Source: an optimization exercise on an open RTL-to-GDS flow (aim: small area, a short achievable clock period and few clock cycles per item). Production flows keep margins and buffers that such runs may drop.
Function was checked by simulation only, so behaviour that the tests miss may differ from the original.

==> flow/design.v <==
`timescale 1ns/1ps
`default_nettype none
module clyde_ctrl (
    input  logic       clk,
    input  logic       arst_n,
    input  logic       start,
    output logic       busy,
    output logic       idle,
    output logic       done,
    output logic       cmd_load,
    output logic [3:0] w_even,
    output logic [3:0] w_odd
);
    localparam logic [3:0] W_INIT = 4'b0001;
    localparam logic [3:0] W_LAST = 4'b1100;
    logic [3:0] w_q;
    logic       last_step;
    logic [3:0] w_after;
    assign w_even    = w_q;
    assign w_odd     = {w_q[2:0], w_q[3] ^ w_q[0]};
    assign w_after   = {w_odd[2:0], w_odd[3] ^ w_odd[0]};
    assign idle      = ~busy;
    assign cmd_load  = start & idle;
    assign last_step = (w_q == W_LAST);
    always_ff @(posedge clk) begin
        w_q <= busy ? w_after : W_INIT;
    end
    always_ff @(posedge clk or negedge arst_n) begin
        if (!arst_n) begin
            busy <= 1'b0;
            done <= 1'b0;
        end else begin
            done <= busy & last_step;
            busy <= cmd_load | (busy & ~last_step);
        end
    end
endmodule
`default_nettype wire
`timescale 1ns/1ps
`default_nettype none
module clyde_andxor (
    input  logic a,
    input  logic b,
    input  logic c,
    output logic y
);
    assign y = (a & b) ^ c;
endmodule
module clyde_sbox_col (
    input  logic [3:0] x,
    output logic [3:0] y
);
    clyde_andxor u_y1 (.a(x[0]), .b(x[1]), .c(x[2]), .y(y[1]));
    clyde_andxor u_y0 (.a(x[3]), .b(x[0]), .c(x[1]), .y(y[0]));
    clyde_andxor u_y3 (.a(y[1]), .b(x[3]), .c(x[0]), .y(y[3]));
    clyde_andxor u_y2 (.a(y[0]), .b(y[1]), .c(x[3]), .y(y[2]));
endmodule
module clyde_sbox_col_late (
    input  logic [3:0] x,
    output logic [3:0] y
);
    logic n01;
    logic m11;
    clyde_andxor u_y1 (.a(x[0]), .b(x[1]), .c(x[2]), .y(y[1]));
    clyde_andxor u_y0 (.a(x[3]), .b(x[0]), .c(x[1]), .y(y[0]));
    clyde_andxor u_y3 (.a(y[1]), .b(x[3]), .c(x[0]), .y(y[3]));
    assign n01 = ~(x[0] & y[1]);
    assign m11 = x[1] & y[1];
    clyde_andxor u_y2 (.a(x[3]), .b(n01), .c(m11), .y(y[2]));
endmodule
module clyde_sbox_layer #(
    parameter bit LATE_X3 = 1'b0
) (
    input  logic [127:0] state_in,
    output logic [127:0] state_out
);
    for (genvar c = 0; c < 32; c++) begin : g_col
        if (LATE_X3) begin : g_late
            clyde_sbox_col_late u_col (
                .x ({state_in[96+c], state_in[64+c], state_in[32+c], state_in[c]}),
                .y ({state_out[96+c], state_out[64+c], state_out[32+c], state_out[c]})
            );
        end else begin : g_std
            clyde_sbox_col u_col (
                .x ({state_in[96+c], state_in[64+c], state_in[32+c], state_in[c]}),
                .y ({state_out[96+c], state_out[64+c], state_out[32+c], state_out[c]})
            );
        end
    end
endmodule
`default_nettype wire
`timescale 1ns/1ps
`default_nettype none
module clyde_lbox_layer (
    input  logic [127:0] state_in,
    input  logic [3:0]   w_value,
    output logic [127:0] state_out
);
    localparam int LB_ROT_A = 12;
    localparam int LB_ROT_B = 3;
    logic [31:0] r0, r1, r2, r3;
    logic [31:0] x_new0, y_new0, x_new1, y_new1;
    assign r0 = state_in[31:0];
    assign r1 = state_in[63:32];
    assign r2 = state_in[95:64];
    assign r3 = state_in[127:96];
    assign x_new0 = r0 ^ {r1[LB_ROT_A-1:0], r1[31:LB_ROT_A]};
    assign x_new1 = r2 ^ {r3[LB_ROT_A-1:0], r3[31:LB_ROT_A]};
    assign y_new0 = r1 ^ {x_new0[LB_ROT_B-1:0], x_new0[31:LB_ROT_B]};
    assign y_new1 = r3 ^ {x_new1[LB_ROT_B-1:0], x_new1[31:LB_ROT_B]};
    assign state_out = {y_new1[31:1], y_new1[0] ^ w_value[3],
                        x_new1[31:1], x_new1[0] ^ w_value[2],
                        y_new0[31:1], y_new0[0] ^ w_value[1],
                        x_new0[31:1], x_new0[0] ^ w_value[0]};
endmodule
`default_nettype wire
`default_nettype none
module clyde_lbox_x (
    input  logic [127:0] state_in,
    output logic [31:0]  x_new0,
    output logic [31:0]  x_new1
);
    localparam int LB_ROT_A = 12;
    logic [31:0] r0, r1, r2, r3;
    assign r0 = state_in[31:0];
    assign r1 = state_in[63:32];
    assign r2 = state_in[95:64];
    assign r3 = state_in[127:96];
    assign x_new0 = r0 ^ {r1[LB_ROT_A-1:0], r1[31:LB_ROT_A]};
    assign x_new1 = r2 ^ {r3[LB_ROT_A-1:0], r3[31:LB_ROT_A]};
endmodule
`default_nettype wire
`timescale 1ns/1ps
`default_nettype none
module clyde_tweakey (
    input  logic         clk,
    input  logic         busy,
    input  logic         idle,
    input  logic [3:0]   w_value,
    input  logic [127:0] tweak,
    input  logic [127:0] key,
    output logic [127:0] tk_value
);
    logic [127:0] tweak_q;
    logic [127:0] tweak_d;
    assign tweak_d = ({128{busy}} & {tweak_q[63:0], tweak_q[63:0] ^ tweak_q[127:64]})
                   | ({128{idle}} & tweak);
    always_ff @(posedge clk) begin
        tweak_q <= tweak_d;
    end
    assign tk_value = key ^ tweak_d ^ {{31'd0, busy & w_value[3]}, {31'd0, busy & w_value[2]},
                                       {31'd0, busy & w_value[1]}, {31'd0, busy & w_value[0]}};
endmodule
`default_nettype wire
`timescale 1ns/1ps
`default_nettype none
module clyde_datapath (
    input  logic         clk,
    input  logic [127:0] data_in,
    input  logic [127:0] key,
    input  logic [127:0] tweak,
    input  logic         busy,
    input  logic         idle,
    input  logic         cmd_load,
    input  logic [3:0]   w_even,
    input  logic [3:0]   w_odd,
    output logic [127:0] data_out
);
    logic [127:0] state_q;
    logic [127:0] state_d;
    logic [127:0] sbox_a, lbox_a, sbox_b;
    logic [31:0]  x_new0, x_new1;
    logic [127:0] sel_d;
    logic [127:0] part_d;
    logic [63:0]  y_mix;
    logic [127:0] tk_value;
    clyde_sbox_layer u_sbox_a (.state_in(state_q), .state_out(sbox_a));
    clyde_lbox_layer u_lbox_a (.state_in(sbox_a), .w_value(w_even), .state_out(lbox_a));
    clyde_sbox_layer #(.LATE_X3(1'b1)) u_sbox_b (.state_in(lbox_a), .state_out(sbox_b));
    clyde_lbox_x     u_lbox_b (.state_in(sbox_b), .x_new0(x_new0), .x_new1(x_new1));
    clyde_tweakey u_tweakey (
        .clk      (clk),
        .busy     (busy),
        .idle     (idle),
        .w_value  (w_odd),
        .tweak    (tweak),
        .key      (key),
        .tk_value (tk_value)
    );
    assign sel_d  = {sbox_b[127:96], x_new1, sbox_b[63:32], x_new0};
    assign part_d = (({128{busy}} & sel_d) | ({128{idle}} & data_in)) ^ tk_value;
    assign y_mix = {x_new1[2:0], x_new1[31:3], x_new0[2:0], x_new0[31:3]};
    assign state_d[31:0]   = part_d[31:0];
    assign state_d[95:64]  = part_d[95:64];
    for (genvar i = 0; i < 32; i++) begin : g_ymix
        clyde_andxor u_y0 (.a(busy), .b(y_mix[i]),    .c(part_d[32+i]), .y(state_d[32+i]));
        clyde_andxor u_y1 (.a(busy), .b(y_mix[32+i]), .c(part_d[96+i]), .y(state_d[96+i]));
    end
    always_ff @(posedge clk) begin
        if (busy | cmd_load) begin
            state_q <= state_d;
        end
    end
    assign data_out = state_q;
endmodule
`default_nettype wire
`timescale 1ns/1ps
`default_nettype none
module clyde_top (
    input  logic         clk,
    input  logic         arst_n,
    input  logic         start,
    input  logic [127:0] data_in,
    input  logic [127:0] key,
    input  logic [127:0] tweak,
    output logic [127:0] data_out,
    output logic         busy,
    output logic         done
);
    logic       cmd_load;
    logic       idle;
    logic [3:0] w_even;
    logic [3:0] w_odd;
    clyde_ctrl u_ctrl (
        .clk      (clk),
        .arst_n   (arst_n),
        .start    (start),
        .busy     (busy),
        .idle     (idle),
        .done     (done),
        .cmd_load (cmd_load),
        .w_even   (w_even),
        .w_odd    (w_odd)
    );
    clyde_datapath u_datapath (
        .clk      (clk),
        .data_in  (data_in),
        .key      (key),
        .tweak    (tweak),
        .busy     (busy),
        .idle     (idle),
        .cmd_load (cmd_load),
        .w_even   (w_even),
        .w_odd    (w_odd),
        .data_out (data_out)
    );
endmodule
`default_nettype wire
==> flow/flow/run.sh <==
#!/bin/bash
# Standard layout, with plain buf_1 cells as the port buffers in place of the
# delay buffers buffer_ports picks by default (every port still gets a
# buffer), and a clock tree built from mid-size clock buffers without
# dummy loads.
set -euo pipefail
export BUFFER_PORTS_ARGS="-buffer_cell sky130_fd_sc_hd__buf_1"
export CTS_ARGS="-sink_clustering_enable -repair_clock_nets -dont_use_dummy_load -buf_list {sky130_fd_sc_hd__clkbuf_4 sky130_fd_sc_hd__clkbuf_8}"
bash standard.sh > standard_flow.log 2>&1
==> flow/standard.sh <==
#!/bin/bash
# synth_recipe.tcl (not shown) runs the flow's synth.tcl, then flattens the netlist and writes it again
# the make line also repeats each setting of config.mk as NAME=value (left out here)
make -C /OpenROAD-flow-scripts/flow DESIGN_CONFIG=/design/flow/config.mk WORK_HOME=/design/flow/orfs CLKGATE_MAP_FILE= SYNTH_SCRIPT=/design/flow/synth_recipe.tcl "${@:-finish}"
==> flow/config.mk <==
export PLATFORM = sky130hd
export DESIGN_NAME = clyde_top
export DESIGN_NICKNAME = clyde_top
export VERILOG_FILES = /design/flow/design.v
export SDC_FILE = /design/flow/constraint.sdc
export NUM_CORES = 4
export LEC_CHECK = 0
export CAP_MARGIN = 20
export CORE_MARGIN = 2
export CORE_UTILIZATION = 50
export SETUP_SLACK_MARGIN = 2.7
export SLEW_MARGIN = 20
export SYNTH_HIERARCHICAL = 1
==> flow/constraint.sdc <==
create_clock -name core_clock -period 6.0 [get_ports {clk}]
set_input_delay 1.2000 -clock core_clock [delete_from_list [all_inputs] [get_ports {clk}]]
set_output_delay 1.2000 -clock core_clock [all_outputs]
set_load 0.01 [all_outputs]
==> results of run 1 <==
==> what timing repair did <==
| item | CTS | global route |
|---|---|---|
| buffers inserted | 3 | 82 |
| pin swaps | 11 | 43 |
| gates cloned | 0 | 0 |
| gates resized for setup | 140 | 169 |
| endpoints found under the setup margin | 84 | 103 |
==> per-layer routing <==
| layer | vias up | track usage (%) | part of all wire [%] |
|---|---|---|---|
| met5 | - | 0 | 0.060 |
| li1 | 7215 | - | - |
| met2 | 675 | 52.2 | 49 |
| met3 | 110 | 6.75 | 8.0 |
| met4 | 6 | 9.85 | 2.9 |
| met1 | 7526 | 39.5 | 40 |
==> cells in the final DEF (no fill, tap or decap) <==
master / n
and4_1: 1
clkbuf_8: 48
mux2_1: 1
xnor2_1: 318
xnor2_4: 64
nor2_1: 2
buf_1: 516
nor2b_1: 1
nand2_1: 357
or2_4: 1
buf_4: 85
nand2b_1: 1
dfrtp_1: 1
a41oi_1: 1
a22o_1: 126
inv_12: 1
a22oi_1: 128
xor2_2: 70
dfrtp_4: 1
and2_1: 35
dfxtp_1: 132
edfxtp_1: 128
buf_12: 8
clkbuf_16: 1
diode_2: 1
xor2_1: 295
buf_8: 1
xnor2_2: 80
xor2_4: 14
a22o_4: 2
==> per-module statistics from Yosys (local to each module, per instance), a selection <==
module / copies in the design / cell area, µm²
clyde_ctrl: 1 / 272
clyde_sbox_col_late: 32 / 10.0
clyde_datapath: 1 / 6150
clyde_lbox_layer: 1 / 1160
clyde_andxor: 320 / 12.5
clyde_tweakey: 1 / 5640
clyde_lbox_x: 1 / 561
==> flip-flops by register name, summed over array words and instances, names as in the netlist <==
name,count
u_ctrl.busy,1
u_ctrl.done,1
u_ctrl.w_q,4
u_datapath.state_q,128
u_datapath.u_tweakey.tweak_q,128
==> cell families (layout without fill, tap and decap cells) <==
group / count (synthesis) / count (layout) / share of synthesized area, %
DFF: 262 / 262 / 36.1
buffers and inverters: 65 / 660 / 2.65
other: 0 / 1 / 0
xor gates and xnor gates: 841 / 841 / 40.7
muxes: 1 / 1 / 0.0622
and+or+nand+nor: 398 / 398 / 8.81
AOI/OAI and AO/OA: 257 / 257 / 11.6
==> critical path, cell delays in order (launching register included) <==
cell	delay [ns]
edfxtp_1	0.43
nand2_1	0.12
xnor2_2	0.41
xor2_4	0.35
xor2_1	0.29
nand2_1	0.14
xnor2_2	0.33
nand2_1	0.15
xnor2_2	0.27
xor2_1	0.25
a22oi_1	0.13
xnor2_1	0.17
==> cell usage after synthesis <==
master    count  area (µm²)
a22o_1      126        1100
a22o_4        2        35.0
a22oi_1     128         961
a41oi_1       1        8.76
and2_1       35         219
and4_1        1        8.76
buf_2        35         175
buf_4         7        52.6
buf_6        22         248
dfrtp_1       2        50.1
dfxtp_1     132        2640
edfxtp_1    128        3840
inv_1         1        3.75
mux2_1        1        11.3
nand2_1     357        1340
nand2b_1      1        6.26
nor2_1        2        7.51
nor2b_1       1        6.26
or2_2         1        6.26
xnor2_1     462        4050
xor2_1      378        3310
xor2_2        1        16.3
==> cell type report <==
cell class / instances / share of cell area, %
Tap cell: 461 / 2.38
Sequential cell: 262 / 27.0
Antenna cell: 1 / 0.0103
Multi-Input combinational cell: 1497 / 56.4
Timing Repair Buffer: 611 / 11.4
Clock buffer: 48 / 2.73
Inverter: 1 / 0.0671
==> stage by stage <==
step	hold WS, ns	cells	area [µm²]
5_1_grt	0.341	2881	24200
3_3_place_gp	0.522	2747	20200
2_1_floorplan	0.481	1824	18100
4_1_cts	0.320	2798	22000
3_5_place_dp	0.533	2747	20200
6_report	0.357	2881	24200
==> worst min path at each step <==
stage	from	endpoint	slack, ns	cells past startpoint
after floorplan	u_ctrl.w_q[1]$_SDFF_PN0_	u_ctrl.w_q[3]$_SDFF_PN0_	0.48	1
after global placement	u_datapath.u_tweakey.tweak_q[29]$_DFF_P_	u_datapath.u_tweakey.tweak_q[93]$_DFF_P_	0.52	1
after detailed placement	u_datapath.u_tweakey.tweak_q[44]$_DFF_P_	u_datapath.u_tweakey.tweak_q[108]$_DFF_P_	0.53	1
after CTS	arst_n	u_ctrl.busy$_DFF_PN0_	0.32	1
after global routing	arst_n	u_ctrl.busy$_DFF_PN0_	0.34	1
final	arst_n	u_ctrl.busy$_DFF_PN0_	0.36	1
==> flow_metrics.env, run 1 <==
export IMPL_drv_cap=0
export IMPL_grt_max_degree=160
export IMPL_ys_ff_latch=262
export IMPL_syn_num_nets=2211
export IMPL_start_kind="flop"
export IMPL_avgSynthCellArea_um2=9.92
export IMPL_dieArea_mm2=0.0377
export IMPL_antenna_found_initial=4
export IMPL_drt_iter0_drc=1095
export IMPL_cts_max_level=2
export IMPL_layout_drive_gt1_share_pct=15.5
export IMPL_r2r_cells=11
export IMPL_num_io_pins=517
export IMPL_clkLatencyLatePin_ns=0.62
export IMPL_cts_buffers=48
export IMPL_yosysUniqueCellTypes=22
export IMPL_endpoint="u_datapath.state_q[91]$_DFFE_PP_"
export IMPL_maxSlewHeadroom_pct=41.3
export IMPL_area_delta_synth_final_pct=33.9
export IMPL_drc_errors=0
export IMPL_ys_seq_area_share_pct=36.1
export IMPL_drv_slew=0
export IMPL_firstDrtPassIters=6
export IMPL_setup_viol=0
export IMPL_fmaxAchievable_mhz=303
export IMPL_drtAntennaViolNets=0
export IMPL_vias=15500
export IMPL_multiInputGateArea_mm2=0.0137
export IMPL_syn_inst=1824
export IMPL_first_global_vias=15000
export IMPL_cts_tree="yes"
export IMPL_die_h_um=194
export IMPL_worstMarginPinSlew_ns=0.881
export IMPL_dp_slack_ns=1.90
export IMPL_grt_usage_pct=30.9
export IMPL_detail_route_wl_per_cell_um=21.9
export IMPL_post_drt_via_cell_ratio=5.39
export IMPL_hp_class="in2async"
export IMPL_path_class="reg2reg"
export IMPL_required_ns=6.37
export IMPL_critPathMaxFanout=5
export IMPL_gp_congestion=0.952
export IMPL_die_w_um=194
export IMPL_cp_startpoint="u_datapath.state_q[10]$_DFFE_PP_"
export IMPL_netlist_area_mm2=0.0181
export IMPL_fin_util_pct=68.2
export IMPL_path_clk_slew_ns=0.06
export IMPL_hold_buffers=0
export IMPL_period_minus_slack_ns=3.30
export IMPL_cp_end_kind="flop"
export IMPL_start_util_pct=50.9
export IMPL_hold_violations=0
export IMPL_seq_area_mm2=0.00654
export IMPL_fin_ws_ns=2.70
export IMPL_cts_max_path_buffers=3
export IMPL_status="no timing/DRC/antenna violations"
export IMPL_wirelength_um=63000
export IMPL_yosysWarnings=9
export IMPL_rsz0062_at_grt="true"
export IMPL_cts_root_buf="clkbuf_8"
export IMPL_fill_cells=2843
export IMPL_setup_tns_ns=0
export IMPL_hpwlAfterDp_um=46200
export IMPL_r2r_slack_ns=2.70
export IMPL_core_mm2=0.0356
export IMPL_io_buffers=516
export IMPL_final_net_count=2808
export IMPL_crit_reg2reg_capture="u_datapath.state_q[91]$_DFFE_PP_"
export IMPL_finalCritPeriodShare_pct=55.0
export IMPL_skew_ns=0.0172
export IMPL_r2r_start="u_datapath.state_q[10]$_DFFE_PP_"
export IMPL_cp_arrival_ns=3.67
export IMPL_cts_sinks=262
export IMPL_rows=69
export IMPL_overflow=0
export IMPL_grt_first_pass_wirelength_um=88800
Testbench counts, summed over its fixed seeds: cycles 1,800, blocks 256.
==> inputs of run 2 (changes only) <==
==> flow/flow/run.sh (replaced) <==
#!/bin/bash
# Standard layout, with plain buf_1 cells as the port buffers in place of the
# delay buffers buffer_ports picks by default (every port still gets a
# buffer), and a clock tree built from clkbuf_4 cells without
# dummy loads.
set -euo pipefail
export BUFFER_PORTS_ARGS="-buffer_cell sky130_fd_sc_hd__buf_1"
export CTS_ARGS="-sink_clustering_enable -repair_clock_nets -dont_use_dummy_load -buf_list {sky130_fd_sc_hd__clkbuf_4}"
bash standard.sh > standard_flow.log 2>&1
--- a/flow/config.mk
+++ b/flow/config.mk
@@ -9,4 +9,4 @@
 export CORE_MARGIN = 2
-export CORE_UTILIZATION = 50
-export SETUP_SLACK_MARGIN = 2.7
+export CORE_UTILIZATION = 45
+export SETUP_SLACK_MARGIN = 2.5
 export SLEW_MARGIN = 20
==> run 2 against run 1 <==
Still clean. Core utilization is 12 points lower. Critical endpoint unchanged. Sequential share of layout area is 2.5 points higher. Flip-flop and latch count stayed put. Non-clock buffer count is 87 lower. Maximum frequency is 4.2% lower. Worst hold slack worse by 0.086 ns. Area after synthesis stayed put. Die area is 11% higher. Worst setup slack worse by 0.15 ns.
==> flow_metrics.env, run 2 <==
export IMPL_rsz0062_at_grt="true"
export IMPL_final_net_count=2749
export IMPL_finalNonFillerCells=2893
export IMPL_period_minus_slack_ns=3.44
export IMPL_io_buffers=516
export IMPL_critical_path_buf_inv_count=0
export IMPL_drc_errors=0
export IMPL_crit_chain="nand2_1 > xnor2_4 > nand2_1 > xnor2_2 > xor2_2 > xnor2_2 > nand2_1 > xnor2_1 > xor2_1 > a22oi_1 > xnor2_1"
export IMPL_antenna_found_initial=8
export IMPL_drv_cap=0
export IMPL_fin_util_pct=55.9
export IMPL_cts_root_buf="clkbuf_4"
export IMPL_post_drt_via_cell_ratio=5.21
export IMPL_gp_congestion=0.878
export IMPL_path_clk_slew_ns=0.05
export IMPL_num_io_pins=517
export IMPL_hpwlAfterDp_um=45400
export IMPL_synth_adder_area_share_pct=0
export IMPL_slowest_delay_ns=0.45
export IMPL_path_class="reg2reg"
export IMPL_synth_top_family_by_area="XOR/XNOR gates"
export IMPL_synth_most_common_cell="xnor2_1"
export IMPL_overflow=0
export IMPL_layout_drive_gt1_share_pct=9.53
export IMPL_synth_common_cells="xnor2_1, xor2_1, nand2_1"
export IMPL_hold_violations=0
export IMPL_area_delta_synth_final_pct=22.6
export IMPL_cts_tree="yes"
export IMPL_syn_inst=1824
export IMPL_grt_first_pass_wirelength_um=85600
export IMPL_yosysWarnings=9
export IMPL_synthTopCellsByArea="xnor2_1, edfxtp_1, xor2_1"
export IMPL_slowest_stage="edfxtp_1"
export IMPL_setup_viol=0
export IMPL_netlist_area_mm2=0.0181
export IMPL_dieArea_mm2=0.0418
export IMPL_synthMuxAreaShare_pct=0.0622
export IMPL_layout_common_cells="buf_1, xnor2_1, nand2_1"
export IMPL_first_global_vias=15000
export IMPL_firstDrtPassIters=5
export IMPL_fmaxAchievable_mhz=290
export IMPL_detail_route_wl_per_cell_um=20.3
export IMPL_r2r_cells=11
export IMPL_synth_xor_xnor_area_share_pct=40.7
export IMPL_die_w_um=205
export IMPL_yosysUniqueCellTypes=22
export IMPL_drt_iter0_drc=963
export IMPL_grt_max_degree=172
export IMPL_start_kind="flop"
export IMPL_synth_simple_area_share_pct=8.81
export IMPL_core_mm2=0.0397
export IMPL_ys_ff_latch=262
export IMPL_drtAntennaViolNets=0
export IMPL_placed_area_mm2=0.0203
export IMPL_ys_seq_area_share_pct=36.1
export IMPL_status="no timing/DRC/antenna violations"
export IMPL_cts_max_level=3
export IMPL_worstMarginPinSlew_ns=0.924
export IMPL_avgSynthCellArea_um2=9.92
export IMPL_clkLatencyLatePin_ns=0.78
export IMPL_synth_compound_area_share_pct=11.6
export IMPL_final_common_cell="buf_1"
export IMPL_die_h_um=205
export IMPL_crit_family="XOR/XNOR gates"
export IMPL_setup_tns_ns=0
export IMPL_grt_usage_pct=27.1
export IMPL_synth_main_ff_cell="dfxtp_1"
export IMPL_ys_async_sr_fraction_pct=0.763
export IMPL_cts_buffers=76
export IMPL_yosysTopAreaCellShare_pct=22.4
export IMPL_hold_slack_ns=0.271
export IMPL_placed_cells=2807
export IMPL_drv_slew=0
export IMPL_hold_buffers=0
export IMPL_start_util_pct=45.6
export IMPL_cp_end_kind="flop"
export IMPL_rows=73
export IMPL_synth_edff_count=128
export IMPL_required_ns=6.51
export IMPL_skew_ns=0.0825
export IMPL_postLayoutCellArea_mm2=0.0222
export IMPL_cts_sinks=262
export IMPL_wirelength_um=58900
export IMPL_reg_largest_list="u_datapath.state_q (128), u_datapath.u_tweakey.tweak_q (128), u_ctrl.w_q (4)"
export IMPL_synth_top_cell_by_area="xnor2_1"
export IMPL_finalCritPeriodShare_pct=57.4
export IMPL_critPathMaxFanout=5
export IMPL_cpMostUsedCell="nand2_1"
export IMPL_cp_arrival_ns=3.95
export IMPL_syn_num_nets=2211
export IMPL_vias=15100
export IMPL_hp_class="in2async"
export IMPL_maxSlewHeadroom_pct=38.4
export IMPL_path_depth=11
export IMPL_cts_max_path_buffers=3
## run 2: worst paths after layout
check	startpoint	end	slack, ns
setup / recovery	u_datapath.state_q[51]$_DFFE_PP_	u_datapath.state_q[91]$_DFFE_PP_	2.56
hold / removal	arst_n	u_ctrl.done$_DFF_PN0_	0.27
setup reg to reg	u_datapath.state_q[51]$_DFFE_PP_	u_datapath.state_q[91]$_DFFE_PP_	2.56
hold reg to reg	u_datapath.u_tweakey.tweak_q[47]$_DFF_P_	u_datapath.u_tweakey.tweak_q[111]$_DFF_P_	0.50
max in group asynchronous	arst_n	u_ctrl.busy$_DFF_PN0_	5.56
min in group core_clock	u_datapath.u_tweakey.tweak_q[47]$_DFF_P_	u_datapath.u_tweakey.tweak_q[111]$_DFF_P_	0.50
## run 2: metal layers
metal	wire length, µm	up-vias	track usage (%)	part of all wire (%)
li1	-	7167	-	-
met5	0	-	0	0
met3	4250	79	6.57	7.2
met2	29100	552	46.1	49
met1	24300	7261	33.6	41
met4	1270	0	8.85	2.2
## run 2: logic make-up (layout without fill, tap and decap cells)
| family | after synthesis | after routing |
|---|---|---|
| DFF | 262 | 262 |
| other | 0 | 8 |
| muxes | 1 | 1 |
| and+or+nand+nor | 398 | 398 |
| AOI/OAI and AO/OA | 257 | 257 |
| buffers and inverters | 65 | 601 |
| xor gates and xnor gates | 841 | 841 |
## run 2: through the flow
| stage | setup WS [ns] |
|---|---|
| 2_1_floorplan | 2.73 |
| 3_3_place_gp | 1.91 |
| 6_report | 2.56 |
| 5_1_grt | 2.34 |
| 3_5_place_dp | 1.85 |
| 4_1_cts | 2.50 |
## run 2: per-module statistics from Yosys (local to each module, per instance), a selection
| module | flops+latches | area, µm² |
|---|---|---|
| clyde_andxor | 0 | 12.5 |
| clyde_ctrl | 6 | 272 |
| clyde_datapath | 128 | 6150 |
| clyde_lbox_layer | 0 | 1160 |
| clyde_lbox_x | 0 | 561 |
| clyde_sbox_col_late | 0 | 10.0 |
| clyde_tweakey | 128 | 5640 |
## run 2: area by class of cell
type | count | area, µm²
Antenna cell | 8 | 20.0
Clock buffer | 76 | 571
Fill cell | 3662 | 17500
Inverter | 1 | 11.3
Multi-Input combinational cell | 1497 | 12400
Sequential cell | 262 | 6540
Tap cell | 525 | 657
Timing Repair Buffer | 524 | 2030
## run 2: what timing repair did
action	in CTS	in global routing
gates cloned	0	0
resized for setup	66	92
buffers inserted	0	2
pin swaps	0	6
setup endpoints to repair	62	74
==> inputs of run 3 (changes only) <==
--- a/flow/config.mk
+++ b/flow/config.mk
@@ -9,3 +9,4 @@
 export CORE_MARGIN = 2
-export CORE_UTILIZATION = 45
+export CORE_UTILIZATION = 50
+export GPL_ROUTABILITY_DRIVEN = 0
 export SETUP_SLACK_MARGIN = 2.5
==> run 3 against run 2 <==
Maximum frequency is 0.42% higher. Critical path depth stayed put. Critical endpoint is now u_datapath.state_q[88]$_DFFE_PP_. Highest routed layer is now met5.
==> flow_metrics.env, run 3 <==
export IMPL_status="no timing/DRC/antenna violations"
export IMPL_rows=69
export IMPL_drv_slew=0
export IMPL_period_minus_slack_ns=3.43
export IMPL_synth_top_cell_by_area="xnor2_1"
export IMPL_fmaxAchievable_mhz=292
export IMPL_wirelength_um=60200
export IMPL_dp_slack_ns=1.90
export IMPL_skew_ns=0.0711
export IMPL_area_delta_synth_final_pct=22.2
export IMPL_fin_ws_ns=2.57
export IMPL_overflow=0
export IMPL_die_h_um=194
export IMPL_post_drt_via_cell_ratio=5.33
export IMPL_drtAntennaViolNets=0
export IMPL_worstMarginPinSlew_ns=1.11
export IMPL_placed_cells=2747
export IMPL_cts_max_level=3
export IMPL_cts_buffers=78
export IMPL_synthTopCellsByArea="xnor2_1, edfxtp_1, xor2_1"
export IMPL_setup_tns_ns=0
export IMPL_drt_iter0_drc=966
export IMPL_synth_common_cells="xnor2_1, xor2_1, nand2_1"
export IMPL_syn_num_nets=2211
export IMPL_synth_main_ff_cell="dfxtp_1"
export IMPL_postLayoutCellArea_mm2=0.0221
export IMPL_detail_route_wl_per_cell_um=21.2
export IMPL_yosysTopAreaCellShare_pct=22.4
export IMPL_critPathMaxFanout=4
export IMPL_r2r_cells=11
export IMPL_synth_edff_count=128
export IMPL_hold_buffers=0
export IMPL_required_ns=6.43
export IMPL_cts_sinks=262
export IMPL_cp_end_kind="flop"
export IMPL_netlist_area_mm2=0.0181
export IMPL_yosysWarnings=9
export IMPL_setup_viol=0
export IMPL_finalNonFillerCells=2834
export IMPL_maxSlewHeadroom_pct=26.2
export IMPL_final_common_cell="buf_1"
export IMPL_cts_tree="yes"
export IMPL_die_w_um=194
export IMPL_rsz0062_at_grt="true"
export IMPL_first_global_vias=15000
export IMPL_ys_ff_latch=262
export IMPL_drc_errors=0
export IMPL_fin_util_pct=62.2
export IMPL_antenna_found_initial=9
export IMPL_avgSynthCellArea_um2=9.92
export IMPL_layout_drive_gt1_share_pct=9.81
export IMPL_firstDrtPassIters=5
export IMPL_ys_seq_area_share_pct=36.1
export IMPL_yosysUniqueCellTypes=22
export IMPL_final_net_count=2754
export IMPL_grt_usage_pct=30.6
export IMPL_cts_max_path_buffers=3
export IMPL_dieArea_mm2=0.0377
export IMPL_start_kind="flop"
export IMPL_layout_common_cells="buf_1, xnor2_1, nand2_1"
export IMPL_hp_class="in2async"
export IMPL_r2r_slack_ns=2.57
export IMPL_num_io_pins=517
export IMPL_vias=15100
export IMPL_core_mm2=0.0356
export IMPL_grt_first_pass_wirelength_um=87600
export IMPL_path_class="reg2reg"
export IMPL_syn_inst=1824
export IMPL_clkLatencyLatePin_ns=0.75
export IMPL_path_clk_slew_ns=0.07
export IMPL_r2r_start="u_datapath.state_q[51]$_DFFE_PP_"
export IMPL_start_util_pct=50.9
export IMPL_ys_async_sr_fraction_pct=0.763
export IMPL_cp_arrival_ns=3.86
export IMPL_finalCritPeriodShare_pct=57.2
export IMPL_placed_area_mm2=0.0202
export IMPL_drv_cap=0
export IMPL_crit_reg2reg_capture="u_datapath.state_q[88]$_DFFE_PP_"
export IMPL_hpwlAfterDp_um=46200
export IMPL_io_buffers=516
export IMPL_grt_max_degree=160
export IMPL_cts_root_buf="clkbuf_4"
export IMPL_synth_most_common_cell="xnor2_1"
export IMPL_reg_largest_list="u_datapath.state_q (128), u_datapath.u_tweakey.tweak_q (128), u_ctrl.w_q (4)"
export IMPL_hold_violations=0
==> run 3: cell counts after synthesis <==
No cell type changed its count.
==> run 3: cells by family (layout without fill, tap and decap cells) <==
family,after synthesis,in the layout,share of synthesized area (%)
XOR/XNOR,841,841,40.7
AND/OR/NAND/NOR,398,398,8.81
flip-flops,262,262,36.1
AO/OA/AOI/OAI,257,257,11.6
buffers and inverters,65,606,2.65
multiplexers,1,1,0.0622
other,0,8,0
==> run 3: cell type report <==
class | count | area [µm²]
fill | 3162 | 13400
multi-input combinational | 1497 | 12400
sequential | 262 | 6540
clock buffer | 78 | 586
tap | 461 | 577
inverter | 1 | 11.3
antenna | 8 | 20.0
timing repair buffer | 527 | 2040
==> run 3: how the worst max path moves through the flow <==
stage,startpoint,endpoint,slack (ns)
floorplan,u_ctrl.busy$_DFF_PN0_,u_datapath.state_q[0]$_DFFE_PP_,2.73
global placement,u_datapath.state_q[85]$_DFFE_PP_,u_datapath.state_q[90]$_DFFE_PP_,1.89
detailed placement,u_datapath.state_q[21]$_DFFE_PP_,u_datapath.state_q[90]$_DFFE_PP_,1.90
CTS,u_datapath.state_q[21]$_DFFE_PP_,u_datapath.state_q[90]$_DFFE_PP_,2.47
global route,u_datapath.state_q[21]$_DFFE_PP_,u_datapath.state_q[90]$_DFFE_PP_,2.43
finish,u_datapath.state_q[51]$_DFFE_PP_,u_datapath.state_q[88]$_DFFE_PP_,2.57
==> run 3: metal layers <==
metal | share of wire [%] | routed length [µm] | track usage (%) | vias to the layer above
met4 | 3.0 | 1790 | 12.6 | 4
met5 | 0.035 | 21 | 0 | -
met1 | 41 | 24500 | 38.6 | 7209
met3 | 8.3 | 4990 | 7.83 | 102
li1 | - | - | - | 7172
met2 | 48 | 28900 | 49.9 | 628
==> run 3: what timing repair did <==
action                     CTS  global route
setup buffers                0             1
pin swaps                    0             5
gates resized for setup     55           105
setup endpoints to repair   61            74
==> run 3: Yosys stat by module, one instance, submodules excluded, a selection <==
module | times used | cell area (µm²)
clyde_tweakey | 1 | 5640
clyde_lbox_layer | 1 | 1160
clyde_andxor | 320 | 12.5
clyde_ctrl | 1 | 272
clyde_datapath | 1 | 6150
clyde_sbox_col_late | 32 | 10.0
clyde_lbox_x | 1 | 561
==> run 3: stage by stage <==
step	hold slack [ns]
after global routing	0.208
final	0.244
after CTS	0.171
after floorplan	0.481
after global placement	0.522
after detailed placement	0.533
==> run 3: worst max-delay path: stages, from the launching register on <==
cell and delay [ns]:
edfxtp_1 0.43, nand2_1 0.16, xnor2_4 0.33, nand2_1 0.16
xnor2_2 0.35, xor2_1 0.39, xor2_1 0.30, nand2_1 0.11
xnor2_1 0.38, xor2_1 0.24, a22oi_1 0.12, xnor2_1 0.17
==> inputs of run 4 (changes only) <==
--- a/flow/config.mk
+++ b/flow/config.mk
@@ -10,3 +10,3 @@
 export CORE_UTILIZATION = 50
-export GPL_ROUTABILITY_DRIVEN = 0
+export PLACE_DENSITY = 0.8
 export SETUP_SLACK_MARGIN = 2.5
==> run 4 against run 3 <==
Cell area grew 0.67%. Sequential share of layout area fell by 0.20 points. Non-clock buffer count up 4. Clock-buffer cell count shrank 3. Critical path depth unchanged. Core utilization rose by 0.42 points. Global-route usage down 0.10 points. Maximum frequency decreased by 4.0%. First-iteration DRC count up 25%. Worst hold slack got worse by 0.0020 ns. Area after synthesis unchanged. Register-to-register slack got worse by 0.14 ns.
==> flow_metrics.env, run 4 <==
export IMPL_period_minus_slack_ns=3.57
export IMPL_skew_ns=0.0569
export IMPL_ys_seq_area_share_pct=36.1
export IMPL_path_class="reg2reg"
export IMPL_layout_drive_gt1_share_pct=10.1
export IMPL_rsz0062_at_grt="true"
export IMPL_ys_async_sr_fraction_pct=0.763
export IMPL_synth_main_ff_cell="dfxtp_1"
export IMPL_netlist_area_mm2=0.0181
export IMPL_slowest_delay_ns=0.44
export IMPL_drt_iter0_drc=1210
export IMPL_core_mm2=0.0356
export IMPL_r2r_cells=11
export IMPL_required_ns=6.49
export IMPL_final_net_count=2755
export IMPL_synthTopCellsByArea="xnor2_1, edfxtp_1, xor2_1"
export IMPL_cts_tree="yes"
export IMPL_grt_usage_pct=30.5
export IMPL_drv_slew=0
export IMPL_cp_arrival_ns=4.06
export IMPL_cts_sinks=262
export IMPL_hp_class="in2async"
export IMPL_dp_slack_ns=2.01
export IMPL_cp_end_kind="flop"
export IMPL_post_drt_via_cell_ratio=5.55
export IMPL_finalNonFillerCells=2832
export IMPL_dieArea_mm2=0.0377
export IMPL_synth_edff_count=128
export IMPL_path_clk_slew_ns=0.06
export IMPL_drv_cap=0
export IMPL_rows=69
export IMPL_vias=15700
export IMPL_setup_viol=0
export IMPL_fmaxAchievable_mhz=280
export IMPL_hold_violations=0
export IMPL_final_common_cell="buf_1"
export IMPL_finalCritPeriodShare_pct=59.6
export IMPL_fill_cells=2905
export IMPL_slowest_stage="edfxtp_1"
export IMPL_crit_chain="nand2_1 > xnor2_4 > nand2_1 > xnor2_1 > xor2_2 > xor2_1 > nand2_1 > xnor2_2 > xor2_1 > a22oi_1 > xnor2_1"
export IMPL_die_w_um=194
export IMPL_yosysWarnings=9
export IMPL_maxSlewHeadroom_pct=34.7
export IMPL_first_global_vias=15600
export IMPL_clkLatencyLatePin_ns=0.77
export IMPL_cts_root_buf="clkbuf_4"
export IMPL_status="no timing/DRC/antenna violations"
export IMPL_fin_ws_ns=2.43
export IMPL_placed_cells=2744
export IMPL_wirelength_um=60900
export IMPL_io_buffers=516
export IMPL_hold_slack_ns=0.242
export IMPL_area_delta_synth_final_pct=23.1
export IMPL_cts_max_path_buffers=3
export IMPL_synth_most_common_cell="xnor2_1"
export IMPL_start_util_pct=50.9
export IMPL_overflow=0
export IMPL_syn_num_nets=2211
export IMPL_gp_congestion=0.979
export IMPL_hpwlAfterDp_um=45800
export IMPL_avgSynthCellArea_um2=9.92
export IMPL_worstMarginPinSlew_ns=0.980
export IMPL_cts_buffers=75
export IMPL_firstDrtPassIters=6
export IMPL_drc_errors=0
export IMPL_antenna_found_initial=6
export IMPL_drtAntennaViolNets=0
export IMPL_critPathMaxFanout=4
export IMPL_ys_ff_latch=262
export IMPL_syn_inst=1824
export IMPL_cts_max_level=3
export IMPL_num_io_pins=517
export IMPL_detail_route_wl_per_cell_um=21.5
export IMPL_cpMostUsedCell="nand2_1"
export IMPL_grt_max_degree=159
export IMPL_yosysUniqueCellTypes=22
export IMPL_grt_first_pass_wirelength_um=88400
export IMPL_die_h_um=194
export IMPL_layout_common_cells="buf_1, xnor2_1, nand2_1"
export IMPL_synth_common_cells="xnor2_1, xor2_1, nand2_1"
export IMPL_yosysTopAreaCellShare_pct=22.4
export IMPL_setup_tns_ns=0
export IMPL_start_kind="flop"
export IMPL_reg_largest_list="u_datapath.state_q (128), u_datapath.u_tweakey.tweak_q (128), u_ctrl.w_q (4)"
export IMPL_synth_top_cell_by_area="xnor2_1"
run 4: final timing paths:
path,from,end,slack [ns]
setup / recovery,u_datapath.state_q[2]$_DFFE_PP_,u_datapath.state_q[71]$_DFFE_PP_,2.43
hold / removal,arst_n,u_ctrl.done$_DFF_PN0_,0.24
setup reg to reg,u_datapath.state_q[2]$_DFFE_PP_,u_datapath.state_q[71]$_DFFE_PP_,2.43
hold reg to reg,u_datapath.u_tweakey.tweak_q[56]$_DFF_P_,u_datapath.u_tweakey.tweak_q[120]$_DFF_P_,0.52
max in group asynchronous,arst_n,u_ctrl.busy$_DFF_PN0_,5.58
min in group core_clock,u_datapath.u_tweakey.tweak_q[56]$_DFF_P_,u_datapath.u_tweakey.tweak_q[120]$_DFF_P_,0.52
run 4: worst max-delay path, delay by kind of cell (launching register included):
kind	cells	cell delay [ns]
flip-flops	1	0.44
XOR/XNOR	7	2.26
AO/OA/AOI/OAI	1	0.15
AND/OR/NAND/NOR	3	0.44
run 4: per-layer routing:
layer / GRT usage (%) / routed length, µm / vias to the layer above
met5: 0 / 23 / -
met4: 11.0 / 1990 / 4
met3: 7.10 / 5640 / 143
met2: 51.4 / 29900 / 848
met1: 38.2 / 23300 / 7566
li1: - / - / 7168
run 4: through the flow:
stage	area, µm²	utilization (%)
finish	22300	62.6
detailed placement	20200	56.9
global route	22300	62.6
global placement	20200	56.9
CTS	21200	59.7
floorplan	18100	-
run 4: modules after synthesis, one instance, submodules excluded, a selection:
| module | cells | area, µm² | flip-flops and latches | copies in the design |
|---|---|---|---|---|
| clyde_tweakey | 485 | 5640 | 128 | 1 |
| clyde_andxor | 2 | 12.5 | 0 | 320 |
| clyde_sbox_col_late | 2 | 10.0 | 0 | 32 |
| clyde_lbox_layer | 132 | 1160 | 0 | 1 |
| clyde_datapath | 413 | 6150 | 128 | 1 |
| clyde_ctrl | 26 | 272 | 6 | 1 |
run 4: area by class of cell:
cell class              count  area [µm²]  share of cell area, %
clock buffers              75         563                   2.53
inverters                   1        11.3                 0.0506
flip-flops and latches    262        6540                   29.4
well taps                 461         577                   2.59
multi-input cells        1497       12500                   56.0
diodes                      5        12.5                 0.0562
repair buffers            531        2090                   9.40
run 4: cells by family (layout without fill, tap and decap cells):
group / Yosys count / count (layout) / synth area share (%)
AO/OA/AOI/OAI: 257 / 257 / 11.6
XOR/XNOR: 841 / 841 / 40.7
buffers and inverters: 65 / 607 / 2.65
AND/OR/NAND/NOR: 398 / 398 / 8.81
multiplexers: 1 / 1 / 0.0622
other: 0 / 5 / 0
flip-flops: 262 / 262 / 36.1
run 4: what timing repair did:
action / CTS / global route
buffers inserted: 1 / 7
endpoints found under the setup margin: 69 / 77
pin swaps: 0 / 11
hold buffers: 0 / 0
gates resized for setup: 55 / 118
==> inputs of run 5 (changes only) <==
--- a/flow/config.mk
+++ b/flow/config.mk
@@ -10,3 +10,2 @@
 export CORE_UTILIZATION = 50
-export PLACE_DENSITY = 0.8
 export SETUP_SLACK_MARGIN = 2.5
==> run 5 against run 4 <==
Still clean. First-iteration DRC count fell by 20%. Cell area fell by 0.67%. Non-clock buffer count fell by 4. Largest cell class unchanged. Highest routed layer unchanged.
==> flow_metrics.env, run 5 <==
export IMPL_status="no timing/DRC/antenna violations"
export IMPL_vias=15100
export IMPL_final_net_count=2754
export IMPL_synth_edff_count=128
export IMPL_synth_common_cells="xnor2_1, xor2_1, nand2_1"
export IMPL_cts_tree="yes"
export IMPL_drt_iter0_drc=966
export IMPL_dieArea_mm2=0.0377
export IMPL_cts_max_path_buffers=3
export IMPL_firstDrtPassIters=5
export IMPL_core_mm2=0.0356
export IMPL_r2r_start="u_datapath.state_q[51]$_DFFE_PP_"
export IMPL_setup_viol=0
export IMPL_syn_inst=1824
export IMPL_drv_cap=0
export IMPL_antenna_found_initial=9
export IMPL_finalNonFillerCells=2834
export IMPL_post_drt_via_cell_ratio=5.33
export IMPL_critPathMaxFanout=4
export IMPL_die_h_um=194
export IMPL_slowest_stage="edfxtp_1"
export IMPL_avgSynthCellArea_um2=9.92
export IMPL_fin_util_pct=62.2
export IMPL_path_clk_slew_ns=0.07
export IMPL_drv_slew=0
export IMPL_syn_num_nets=2211
export IMPL_hpwlAfterDp_um=46200
export IMPL_required_ns=6.43
export IMPL_r2r_slack_ns=2.57
export IMPL_endpoint="u_datapath.state_q[88]$_DFFE_PP_"
export IMPL_rows=69
export IMPL_grt_usage_pct=30.6
export IMPL_cp_startpoint="u_datapath.state_q[51]$_DFFE_PP_"
export IMPL_synth_main_ff_cell="dfxtp_1"
export IMPL_skew_ns=0.0711
export IMPL_yosysUniqueCellTypes=22
export IMPL_layout_drive_gt1_share_pct=9.81
export IMPL_cp_end_kind="flop"
export IMPL_cts_root_buf="clkbuf_4"
export IMPL_die_w_um=194
export IMPL_cts_sinks=262
export IMPL_layout_common_cells="buf_1, xnor2_1, nand2_1"
export IMPL_detail_route_wl_per_cell_um=21.2
export IMPL_area_delta_synth_final_pct=22.2
export IMPL_placed_cells=2747
export IMPL_crit_chain="nand2_1 > xnor2_4 > nand2_1 > xnor2_2 > xor2_1 > xor2_1 > nand2_1 > xnor2_1 > xor2_1 > a22oi_1 > xnor2_1"
export IMPL_ys_ff_latch=262
export IMPL_dp_slack_ns=1.90
export IMPL_synth_top_cell_by_area="xnor2_1"
export IMPL_crit_reg2reg_capture="u_datapath.state_q[88]$_DFFE_PP_"
export IMPL_cts_max_level=3
export IMPL_drtAntennaViolNets=0
export IMPL_start_util_pct=50.9
export IMPL_overflow=0
export IMPL_postLayoutCellArea_mm2=0.0221
export IMPL_start_kind="flop"
export IMPL_multiInputGateArea_mm2=0.0124
export IMPL_slowest_delay_ns=0.43
export IMPL_grt_first_pass_wirelength_um=87600
export IMPL_first_global_vias=15000
export IMPL_maxSlewHeadroom_pct=26.2
export IMPL_fill_cells=3162
export IMPL_seq_area_mm2=0.00654
export IMPL_r2r_cells=11
export IMPL_period_minus_slack_ns=3.43
export IMPL_gp_congestion=0.952
export IMPL_clkLatencyLatePin_ns=0.75
export IMPL_ys_async_sr_fraction_pct=0.763
export IMPL_io_buffers=516
export IMPL_drc_errors=0
export IMPL_placed_area_mm2=0.0202
export IMPL_rsz0062_at_grt="true"
export IMPL_path_class="reg2reg"
export IMPL_synth_most_common_cell="xnor2_1"
export IMPL_yosysWarnings=9
export IMPL_fmaxAchievable_mhz=292
export IMPL_finalCritPeriodShare_pct=57.2
export IMPL_setup_tns_ns=0
export IMPL_synthTopCellsByArea="xnor2_1, edfxtp_1, xor2_1"
export IMPL_hold_violations=0
export IMPL_reg_largest_list="u_datapath.state_q (128), u_datapath.u_tweakey.tweak_q (128), u_ctrl.w_q (4)"
export IMPL_hp_class="in2async"
export IMPL_netlist_area_mm2=0.0181
export IMPL_hold_buffers=0
export IMPL_wirelength_um=60200
export IMPL_grt_max_degree=160
export IMPL_cp_arrival_ns=3.86
export IMPL_num_io_pins=517
export IMPL_worstMarginPinSlew_ns=1.11
export IMPL_ys_seq_area_share_pct=36.1
export IMPL_fin_ws_ns=2.57
export IMPL_yosysTopAreaCellShare_pct=22.4
export IMPL_cts_buffers=78
export IMPL_final_common_cell="buf_1"
export IMPL_hold_slack_ns=0.244
==> run 5: final cells by class <==
| class | count | area share [%] |
|---|---|---|
| multi-input cells | 1497 | 55.8 |
| well taps | 461 | 2.61 |
| flip-flops and latches | 262 | 29.6 |
| repair buffers | 527 | 9.22 |
| clock buffers | 78 | 2.65 |
| inverters | 1 | 0.0509 |
| diodes | 8 | 0.0905 |
==> run 5: modules after synthesis, one instance, submodules excluded, a selection <==
| module | cells | area (µm²) | flops+latches |
|---|---|---|---|
| clyde_datapath | 413 | 6150 | 128 |
| clyde_ctrl | 26 | 272 | 6 |
| clyde_tweakey | 485 | 5640 | 128 |
| clyde_lbox_layer | 132 | 1160 | 0 |
| clyde_lbox_x | 64 | 561 | 0 |
| clyde_sbox_col_late | 2 | 10.0 | 0 |
| clyde_andxor | 2 | 12.5 | 0 |
==> run 5: metal layers <==
metal | track usage [%] | vias to the layer above | part of all wire, %
li1 | - | 7172 | -
met2 | 49.9 | 628 | 48
met1 | 38.6 | 7209 | 41
met5 | 0 | - | 0.035
met3 | 7.83 | 102 | 8.3
met4 | 12.6 | 4 | 3.0
==> run 5: critical path: cells and delay by family (launching register included) <==
family	cells	cell delay (ns)
xor+xnor	7	2.16
flops	1	0.43
simple gates	3	0.43
compound gates	1	0.12
==> run 5: logic make-up (layout without fill, tap and decap cells) <==
logic type / count (synthesis) / count (layout) / share of synthesized area, %
compound gates: 257 / 257 / 11.6
xor+xnor: 841 / 841 / 40.7
buf+inv: 65 / 606 / 2.65
flops: 262 / 262 / 36.1
mux: 1 / 1 / 0.0622
other cells: 0 / 8 / 0
simple gates: 398 / 398 / 8.81
==> run 5: what timing repair did <==
item                                    CTS  global route
resized for setup                        55           105
setup buffers                             0             1
pin swaps                                 0             5
endpoints found under the setup margin   61            74
==> run 5: how the worst min path moves through the flow <==
stage	cells after the start	endpoint	start	slack [ns]
2_1_floorplan	1	u_ctrl.w_q[3]$_SDFF_PN0_	u_ctrl.w_q[1]$_SDFF_PN0_	0.48
3_3_place_gp	1	u_datapath.u_tweakey.tweak_q[93]$_DFF_P_	u_datapath.u_tweakey.tweak_q[29]$_DFF_P_	0.52
3_5_place_dp	1	u_datapath.u_tweakey.tweak_q[108]$_DFF_P_	u_datapath.u_tweakey.tweak_q[44]$_DFF_P_	0.53
4_1_cts	1	u_ctrl.busy$_DFF_PN0_	arst_n	0.17
5_1_grt	1	u_ctrl.done$_DFF_PN0_	arst_n	0.21
6_report	1	u_ctrl.busy$_DFF_PN0_	arst_n	0.24
==> inputs of run 6 (changes only) <==
--- a/flow/config.mk
+++ b/flow/config.mk
@@ -10,2 +10,3 @@
 export CORE_UTILIZATION = 50
+export PLACE_DENSITY = 0.75
 export SETUP_SLACK_MARGIN = 2.5
==> run 6 against run 5 <==
Highest routed layer is now met4. Still clean on timing, DRC and antenna. Cell area grew 0.45%. Sequential share of layout area shrank 0.13 points. Core utilization grew 0.28 points. Worst setup slack lost 0.023 ns.
==> flow_metrics.env, run 6 <==
export IMPL_status="no timing/DRC/antenna violations"
export IMPL_crit_family="XOR/XNOR gates"
export IMPL_wirelength_um=60200
export IMPL_syn_inst=1824
export IMPL_post_drt_via_cell_ratio=5.48
export IMPL_grt_usage_pct=30.0
export IMPL_num_io_pins=517
export IMPL_skew_ns=0.0366
export IMPL_drt_iter0_drc=1003
export IMPL_avgSynthCellArea_um2=9.92
export IMPL_cp_startpoint="u_datapath.state_q[2]$_DFFE_PP_"
export IMPL_setup_tns_ns=0
export IMPL_cp_end_kind="flop"
export IMPL_ys_ff_latch=262
export IMPL_synth_common_cells="xnor2_1, xor2_1, nand2_1"
export IMPL_cts_max_level=3
export IMPL_grt_max_degree=166
export IMPL_netlist_area_mm2=0.0181
export IMPL_hp_class="in2async"
export IMPL_slowest_delay_ns=0.45
export IMPL_finalCritPeriodShare_pct=57.5
export IMPL_hold_buffers=0
export IMPL_cpMostUsedCell="nand2_1"
export IMPL_fmaxAchievable_mhz=290
export IMPL_maxSlewHeadroom_pct=23.5
export IMPL_drv_cap=0
export IMPL_ys_async_sr_fraction_pct=0.763
export IMPL_drv_slew=0
export IMPL_cts_tree="yes"
export IMPL_die_h_um=194
export IMPL_start_kind="flop"
export IMPL_vias=15500
export IMPL_final_common_cell="buf_1"
export IMPL_reg_largest_list="u_datapath.state_q (128), u_datapath.u_tweakey.tweak_q (128), u_ctrl.w_q (4)"
export IMPL_setup_viol=0
export IMPL_r2r_start="u_datapath.state_q[2]$_DFFE_PP_"
export IMPL_finalNonFillerCells=2833
export IMPL_layout_common_cells="buf_1, xnor2_1, nand2_1"
export IMPL_die_w_um=194
export IMPL_hold_slack_ns=0.259
export IMPL_critPathMaxFanout=4
export IMPL_dieArea_mm2=0.0377
export IMPL_multiInputGateArea_mm2=0.0124
export IMPL_ys_seq_area_share_pct=36.1
export IMPL_crit_reg2reg_capture="u_datapath.state_q[71]$_DFFE_PP_"
export IMPL_cts_sinks=262
export IMPL_drtAntennaViolNets=0
export IMPL_yosysTopAreaCellShare_pct=22.4
export IMPL_synth_top_cell_by_area="xnor2_1"
export IMPL_syn_num_nets=2211
export IMPL_synth_edff_count=128
export IMPL_antenna_found_initial=3
export IMPL_r2r_slack_ns=2.55
export IMPL_grt_first_pass_wirelength_um=87000
export IMPL_area_delta_synth_final_pct=22.8
export IMPL_hold_violations=0
export IMPL_yosysUniqueCellTypes=22
export IMPL_firstDrtPassIters=5
export IMPL_required_ns=6.47
export IMPL_endpoint="u_datapath.state_q[71]$_DFFE_PP_"
export IMPL_path_depth=11
export IMPL_synthTopCellsByArea="xnor2_1, edfxtp_1, xor2_1"
export IMPL_clkLatencyLatePin_ns=0.75
export IMPL_core_mm2=0.0356
export IMPL_gp_congestion=0.933
export IMPL_start_util_pct=50.9
export IMPL_period_minus_slack_ns=3.45
export IMPL_synth_main_ff_cell="dfxtp_1"
export IMPL_hpwlAfterDp_um=45200
export IMPL_yosysWarnings=9
export IMPL_worstMarginPinSlew_ns=1.15
export IMPL_cp_arrival_ns=3.93
export IMPL_rsz0062_at_grt="true"
export IMPL_critical_path_buf_inv_count=0
export IMPL_path_clk_slew_ns=0.06
export IMPL_io_buffers=516
export IMPL_detail_route_wl_per_cell_um=21.2
export IMPL_crit_chain="nand2_1 > xnor2_4 > nand2_1 > xnor2_2 > xor2_2 > xor2_1 > nand2_1 > xnor2_2 > xor2_1 > a22oi_1 > xnor2_1"
export IMPL_drc_errors=0
export IMPL_fill_cells=2989
export IMPL_cts_buffers=75
export IMPL_path_class="reg2reg"
export IMPL_cts_max_path_buffers=3
export IMPL_seq_area_mm2=0.00654
export IMPL_overflow=0
export IMPL_r2r_cells=11
export IMPL_cts_root_buf="clkbuf_4"
export IMPL_layout_drive_gt1_share_pct=10.0
export IMPL_synth_most_common_cell="xnor2_1"
export IMPL_final_net_count=2758
export IMPL_rows=69
export IMPL_first_global_vias=15200
export IMPL_placed_cells=2742
export IMPL_slowest_stage="edfxtp_1"
[run 6: cell counts after synthesis]
Identical to the previous run, type by type.
[run 6: timing repair]
action                                  4_1_cts  5_1_grt
endpoints found under the setup margin       66       79
pin swaps                                     1       12
gates resized for setup                      59      106
buffers inserted                              0       13
hold endpoints to repair                      0        0
[run 6: modules after synthesis (local to each module, per instance), a selection]
| module | cells inside | flip-flops and latches |
|---|---|---|
| clyde_lbox_x | 64 | 0 |
| clyde_tweakey | 485 | 128 |
| clyde_lbox_layer | 132 | 0 |
| clyde_ctrl | 26 | 6 |
| clyde_andxor | 2 | 0 |
| clyde_datapath | 413 | 128 |
| clyde_sbox_col_late | 2 | 0 |
[run 6: how the worst min path moves through the flow]
| stage | cells after the start | from | endpoint | slack [ns] |
|---|---|---|---|---|
| after floorplan | 1 | u_ctrl.w_q[1]$_SDFF_PN0_ | u_ctrl.w_q[3]$_SDFF_PN0_ | 0.48 |
| after global placement | 1 | u_datapath.u_tweakey.tweak_q[21]$_DFF_P_ | u_datapath.u_tweakey.tweak_q[85]$_DFF_P_ | 0.52 |
| after detailed placement | 1 | u_datapath.u_tweakey.tweak_q[49]$_DFF_P_ | u_datapath.u_tweakey.tweak_q[113]$_DFF_P_ | 0.53 |
| after CTS | 1 | arst_n | u_ctrl.busy$_DFF_PN0_ | 0.19 |
| after global routing | 1 | arst_n | u_ctrl.done$_DFF_PN0_ | 0.20 |
| final | 1 | arst_n | u_ctrl.busy$_DFF_PN0_ | 0.26 |
[run 6: cells by family (layout without fill, tap and decap cells)]
| logic type | after synthesis | in the layout | share of synthesized area (%) |
|---|---|---|---|
| AOI/OAI and AO/OA | 257 | 257 | 11.6 |
| xor gates and xnor gates | 841 | 841 | 40.7 |
| buffers and inverters | 65 | 610 | 2.65 |
| DFF | 262 | 262 | 36.1 |
| muxes | 1 | 1 | 0.0622 |
| other | 0 | 3 | 0 |
| and+or+nand+nor | 398 | 398 | 8.81 |
[run 6: area by class of cell]
| class | count | share of cell area (%) |
|---|---|---|
| multi-input cells | 1497 | 55.9 |
| flip-flops and latches | 262 | 29.4 |
| repair buffers | 534 | 9.51 |
| well taps | 461 | 2.60 |
| clock buffers | 75 | 2.53 |
| inverters | 1 | 0.0507 |
| diodes | 3 | 0.0338 |
[run 6: per-layer routing]
| metal | wire length [µm] | up-vias | track usage (%) |
|---|---|---|---|
| met5 | 0 | - | 0 |
| li1 | - | 7167 | - |
| met3 | 4850 | 98 | 6.58 |
| met1 | 23600 | 7502 | 37.2 |
| met4 | 1800 | 0 | 9.96 |
| met2 | 29900 | 752 | 51.7 |
[run 6: stage by stage]
step | cell area (µm²) | setup slack [ns] | util, %
3_5_place_dp | 20200 | 2.02 | 56.9
4_1_cts | 21200 | 2.42 | 59.7
3_3_place_gp | 20200 | 1.96 | 56.9
5_1_grt | 22200 | 2.41 | 62.5
6_report | 22200 | 2.55 | 62.5
2_1_floorplan | 18100 | 2.73 | -
==> inputs of run 7 (changes only) <==
--- a/flow/config.mk
+++ b/flow/config.mk
@@ -10,3 +10,3 @@
 export CORE_UTILIZATION = 50
-export PLACE_DENSITY = 0.75
+export PLACE_DENSITY = 0.7
 export SETUP_SLACK_MARGIN = 2.5
==> run 7 against run 6 <==
First-iteration DRC count increased by 5.0%. Core utilization decreased by 0.61 points. Global-route usage increased by 0.15 points. Register-to-register slack improved by 0.05 ns. Die area unchanged. Flip-flop and latch count unchanged. Clock-buffer cell count increased by 3. Worst setup slack improved by 0.053 ns. Cell area decreased by 0.97%. Cell count about the same.
==> flow_metrics.env, run 7 <==
export IMPL_cts_root_buf="clkbuf_4"
export IMPL_wirelength_um=59500
export IMPL_cts_sinks=262
export IMPL_area_delta_synth_final_pct=21.6
export IMPL_vias=15200
export IMPL_hp_class="in2async"
export IMPL_avgSynthCellArea_um2=9.92
export IMPL_dieArea_mm2=0.0377
export IMPL_clkLatencyLatePin_ns=0.75
export IMPL_r2r_cells=11
export IMPL_core_mm2=0.0356
export IMPL_maxSlewHeadroom_pct=39.1
export IMPL_drtAntennaViolNets=0
export IMPL_detail_route_wl_per_cell_um=21.0
export IMPL_synth_most_common_cell="xnor2_1"
export IMPL_cts_buffers=78
export IMPL_crit_reg2reg_capture="u_datapath.state_q[87]$_DFFE_PP_"
export IMPL_critPathMaxFanout=5
export IMPL_antenna_found_initial=8
export IMPL_yosysTopAreaCellShare_pct=22.4
export IMPL_cts_max_level=3
export IMPL_fill_cells=3056
export IMPL_rows=69
export IMPL_path_class="reg2reg"
export IMPL_required_ns=6.43
export IMPL_endpoint="u_datapath.state_q[87]$_DFFE_PP_"
export IMPL_layout_common_cells="buf_1, xnor2_1, nand2_1"
export IMPL_hold_buffers=0
export IMPL_fmaxAchievable_mhz=294
export IMPL_r2r_start="u_datapath.state_q[18]$_DFFE_PP_"
export IMPL_drc_errors=0
export IMPL_start_util_pct=50.9
export IMPL_fin_ws_ns=2.60
export IMPL_cp_startpoint="u_datapath.state_q[18]$_DFFE_PP_"
export IMPL_gp_congestion=0.941
export IMPL_skew_ns=0.0836
export IMPL_final_common_cell="buf_1"
export IMPL_seq_area_mm2=0.00654
export IMPL_setup_viol=0
export IMPL_drv_slew=0
export IMPL_yosysWarnings=9
export IMPL_reg_largest_list="u_datapath.state_q (128), u_datapath.u_tweakey.tweak_q (128), u_ctrl.w_q (4)"
export IMPL_grt_first_pass_wirelength_um=87000
export IMPL_num_io_pins=517
export IMPL_cts_tree="yes"
export IMPL_fin_util_pct=61.9
export IMPL_grt_usage_pct=30.1
export IMPL_ys_async_sr_fraction_pct=0.763
export IMPL_finalCritPeriodShare_pct=56.7
export IMPL_worstMarginPinSlew_ns=0.914
export IMPL_synth_main_ff_cell="dfxtp_1"
export IMPL_path_clk_slew_ns=0.06
export IMPL_r2r_slack_ns=2.60
export IMPL_finalNonFillerCells=2831
export IMPL_multiInputGateArea_mm2=0.0123
export IMPL_die_w_um=194
export IMPL_first_global_vias=15200
export IMPL_hold_violations=0
export IMPL_yosysUniqueCellTypes=22
export IMPL_status="no timing/DRC/antenna violations"
export IMPL_syn_num_nets=2211
export IMPL_drt_iter0_drc=1053
export IMPL_final_net_count=2753
export IMPL_firstDrtPassIters=5
export IMPL_grt_max_degree=182
## run 7: cell counts after synthesis
Identical to the previous run, type by type.
## run 7: layer usage
layer / track usage [%] / up-vias / wire length (µm)
li1: - / 7158 / -
met4: 11.1 / 4 / 1820
met5: 0 / - / 29
met2: 50.2 / 654 / 28900
met1: 37.9 / 7306 / 23800
met3: 7.41 / 105 / 5020
## run 7: modules after synthesis (local to each module, per instance), a selection
| module | cell area [µm²] | flip-flops and latches |
|---|---|---|
| clyde_lbox_layer | 1160 | 0 |
| clyde_andxor | 12.5 | 0 |
| clyde_sbox_col_late | 10.0 | 0 |
| clyde_ctrl | 272 | 6 |
| clyde_lbox_x | 561 | 0 |
| clyde_tweakey | 5640 | 128 |
| clyde_datapath | 6150 | 128 |
## run 7: worst max-delay path, stage by stage (launching register included)
cell and delay, ns:
edfxtp_1 0.49, nand2_1 0.19, xnor2_4 0.31, xor2_4 0.26, xor2_1 0.29, nand2_1 0.19
xnor2_4 0.28, nand2_1 0.10, xnor2_1 0.33, xor2_1 0.31, a22oi_1 0.15, xnor2_1 0.17
## run 7: metrics by stage
step                      hold WS (ns)  area [µm²]
after floorplan                  0.481       18100
after global placement           0.523       20200
after detailed placement         0.534       20200
after CTS                        0.241       21200
after global routing             0.249       22000
final                            0.312       22000
## run 7: logic make-up (layout without fill, tap and decap cells)
group | Yosys count | count (layout) | share of synthesized area [%]
and+or+nand+nor | 398 | 398 | 8.81
xor gates and xnor gates | 841 | 841 | 40.7
other | 0 | 6 | 0
AOI/OAI and AO/OA | 257 | 257 | 11.6
buffers and inverters | 65 | 605 | 2.65
DFF | 262 | 262 | 36.1
muxes | 1 | 1 | 0.0622
## run 7: how the worst min path moves through the flow
stage	slack [ns]	cells after the start	endpoint	from
after floorplan	0.48	1	u_ctrl.w_q[3]$_SDFF_PN0_	u_ctrl.w_q[1]$_SDFF_PN0_
after global placement	0.52	1	u_datapath.u_tweakey.tweak_q[123]$_DFF_P_	u_datapath.u_tweakey.tweak_q[59]$_DFF_P_
after detailed placement	0.53	1	u_datapath.u_tweakey.tweak_q[82]$_DFF_P_	u_datapath.u_tweakey.tweak_q[18]$_DFF_P_
after CTS	0.24	1	u_ctrl.done$_DFF_PN0_	arst_n
after global routing	0.25	1	u_ctrl.done$_DFF_PN0_	arst_n
final	0.31	1	u_ctrl.done$_DFF_PN0_	arst_n
## run 7: timing repair
| item | in CTS | in global routing |
|---|---|---|
| endpoints found under the setup margin | 58 | 79 |
| buffers inserted | 0 | 2 |
| hold endpoints to repair | 0 | 0 |
| gates cloned | 0 | 0 |
| pin swaps | 0 | 10 |
| gates resized for setup | 49 | 98 |
## run 7: final cells by class
cell class,instances,area share (%)
Inverter,1,0.0512
Tap cell,461,2.62
Timing Repair Buffer,526,9.20
Clock buffer,78,2.66
Multi-Input combinational cell,1497,55.7
Sequential cell,262,29.7
Antenna cell,6,0.0682

[afterwards: timing with drivers on the ports]
How much do the figures lean on ideal ports? The routed layouts below were timed once more, with nothing changed but the port constraints.
Step 1 (the two cells are an assumption about what drives the block):
set clk [get_ports {clk}]
set_driving_cell -lib_cell sky130_fd_sc_hd__clkbuf_16 $clk
set_driving_cell -lib_cell sky130_fd_sc_hd__buf_2 [delete_from_list [all_inputs] $clk]
Step 2 adds t to the input delays and takes it off the output delays; t is the mean of the earliest and latest rising clock arrival at the registers after step 1. Input paths then give back, and output paths get back, about the clock's delay inside the block.
a / b / c = no drivers / after step 1 / after step 2; a / b = the first two.
run	shift t [ns]	setup WS [ns]	worst setup path after step 2
run 1	0.665	2.702 / 2.702 / 2.702	register to register
run 2	0.781	2.556 / 2.556 / 2.556	register to register
run 3	0.760	2.570 / 2.546 / 2.570	register to register
run 4	0.790	2.426 / 2.426 / 2.426	register to register
run 5	0.760	2.570 / 2.546 / 2.570	register to register
run 6	0.778	2.547 / 2.547 / 2.547	register to register
run 7	0.756	2.600 / 2.600 / 2.600	register to register
After both steps setup and hold are still met in every run listed.
